From an optimization exercise on the open Yosys and OpenROAD flow, aimed at small area, a short achievable clock period and few clock cycles per item; shortcuts taken in it are not production practice. Only simulation tests tie the RTL to the original design; equivalence was not proved. No activity file was given, so power comes from the tool's default toggle rates.

==> module keyScheduleStore, before the edit <==
module keyScheduleStore (
	input logic clock,
	input logic start,
	input logic shift,
	input logic [3:0][31:0] loadWords,
	input aesKeyPkg::word32 nextWord,
	output logic [13:0][31:0] words
);
	always_ff @(posedge clock)
	begin
		if (start)
		begin
			for (int j = 0; j < 4; j++)
				words[j] <= loadWords[j];
			for (int j = 4; j < 14; j++)
				words[j] <= words[j - 1];
		end
		else if (shift)
		begin
			words[0] <= nextWord;
			for (int j = 1; j < 14; j++)
				words[j] <= words[j - 1];
		end
	end
endmodule
==> module keyExpansionTop, before the edit <==
module keyExpansionTop (
	input logic clock,
	input logic reset,
	input logic start,
	input aesKeyPkg::aesKey128 cipherKey,
	output aesKeyPkg::expandedKey keyExp,
	output logic keyExpDone
);
	logic [13:0][31:0] words;  
	aesKeyPkg::word32 subWord;
	aesKeyPkg::word32 prevWord;
	aesKeyPkg::word32 nextWord;
	aesKeyPkg::rconByte rcon;
	logic [3:0] round;
	logic shift;
	roundKeyGenerator control (
		.clock(clock),
		.reset(reset),
		.start(start),
		.shift(shift),
		.round(round),
		.rcon(rcon),
		.done(keyExpDone)
	);
	keyLoader tap (
		.words(words[3:0]),
		.round(round),
		.rcon(rcon),
		.prevWord(prevWord)
	);
	sboxLookup sbox (
		.inWord({words[0][23:0], words[0][31:24]}),
		.outWord(subWord)
	);
	assign nextWord = prevWord ^ subWord;
	keyScheduleStore store (
		.clock(clock),
		.start(start),
		.shift(shift),
		.loadWords(cipherKey),  
		.nextWord(nextWord),
		.words(words)
	);
	aesKeyPkg::word32 a [0:10];
	aesKeyPkg::word32 b [0:10];
	aesKeyPkg::word32 c [0:10];
	aesKeyPkg::word32 d [0:10];
	assign d[0] = words[10];
	assign c[0] = words[11];
	assign b[0] = words[12];
	assign a[0] = words[13];
	assign d[1] = words[9];
	assign c[1] = d[1] ^ d[0];
	assign b[1] = c[1] ^ c[0];
	assign a[1] = b[1] ^ b[0];
	for (genvar r = 2; r <= 10; r++)
	begin : g_round
		assign d[r] = words[10 - r];
		assign c[r] = d[r] ^ d[r - 1];
		assign b[r] = d[r] ^ d[r - 2];
		assign a[r] = c[r] ^ c[r - 2];
	end
	for (genvar r = 0; r <= 10; r++)
	begin : g_out
		assign keyExp[1407 - 128 * r -: 128] = {a[r], b[r], c[r], d[r]};
	end
endmodule
Settings: LEC_CHECK=0, CAP_MARGIN=20, CORE_AREA=2 2 458 458, DIE_AREA=0 0 460 460, SLEW_MARGIN=20; clock period 10.0 ns.
standard.sh (not shown) runs the stock make flow with config.mk's settings and CLKGATE_MAP_FILE= SYNTH_SCRIPT=/design/flow/synth_recipe.tcl, a recipe that flattens the netlist after the stock synthesis.
==> flow/flow/run.sh <==
#!/bin/bash
# The standard layout, with the smallest buffer on every input and output
# port instead of the one buffer_ports picks by default, and gate sizing
# free to change a cell's footprint.
set -euo pipefail
bash standard.sh "BUFFER_PORTS_ARGS=-buffer_cell sky130_fd_sc_hd__buf_1" MATCH_CELL_FOOTPRINT=0 SETUP_SLACK_MARGIN=6 finish > standard_flow.log 2>&1
The first run completed without violations.
Testbench counts at the start, summed over its fixed seeds: cycles 8,800, keys 800.
==> next run, changes <==
--- a/flow/design.v
+++ b/flow/design.v
@@ -108,24 +108,20 @@
 	input aesKeyPkg::word32 nextWord,
 	output logic [13:0][31:0] words
 );
 	always_ff @(posedge clock)
 	begin
 		if (start)
-		begin
-			for (int j = 0; j < 4; j++)
-				words[j] <= loadWords[j];
-			for (int j = 4; j < 14; j++)
-				words[j] <= words[j - 1];
-		end
+			words[3:0] <= loadWords;
 		else if (shift)
-		begin
-			words[0] <= nextWord;
-			for (int j = 1; j < 14; j++)
-				words[j] <= words[j - 1];
-		end
+			words[3:0] <= {words[2:0], nextWord};
+	end
+	always_ff @(posedge clock)
+	begin
+		if (shift)
+			words[13:4] <= words[12:3];
 	end
 endmodule
 `timescale 1ns/1ps
 module keyExpansionTop (
 	input logic clock,
 	input logic reset,
@@ -177,13 +173,13 @@
 	assign c[0] = words[11];
 	assign b[0] = words[12];
 	assign a[0] = words[13];
 	assign d[1] = words[9];
 	assign c[1] = d[1] ^ d[0];
 	assign b[1] = c[1] ^ c[0];
-	assign a[1] = b[1] ^ b[0];
+	assign a[1] = c[1] ^ (b[0] ^ c[0]);
 	for (genvar r = 2; r <= 10; r++)
 	begin : g_round
 		assign d[r] = words[10 - r];
 		assign c[r] = d[r] ^ d[r - 1];
 		assign b[r] = d[r] ^ d[r - 2];
 		assign a[r] = c[r] ^ c[r - 2];
What happened: Global-route usage decreases by 4.4 points; power decreases by 13%; sequential share of layout area increases by 0.47 points; core utilization decreases by 0.83 points; clock-buffer cell count increases by 5; worst hold slack is worse by 15 ps; sequential power decreases by about 5%.
Testbench counts after the change, summed over its fixed seeds: cycles 8,800, keys 800.

static timing again, ports no longer ideal:
The results above use ideal ports. As a check the final layouts listed here were re-extracted and re-timed, cells and wires unchanged. Step 1, drivers: a clkbuf_16 drives clock and a buf_2 each remaining input, both assumed. Step 2 times the ports against the registers' clock, not the clock port: input delays grow and output delays shrink by t, the midpoint of the rising clock arrivals with the driver on. Three values: ideal ports, drivers, drivers and shift; two values: the first two.
run	t (ns)	setup WS [ns]	worst setup path at the end	latest minus earliest clock arrival (ns)	pins driven straight from the clock port
the first run	0.807	5.807 / 5.705 / 5.347	input to register	0.042 / 0.042	1
the second run	0.793	5.743 / 5.650 / 5.400	input to register	0.047 / 0.047	1
After both steps setup and hold are still met in every run listed. For the first run, which loses most, drivers alone change the setup slack by -0.102 ns; drivers and shift together by -0.460 ns.
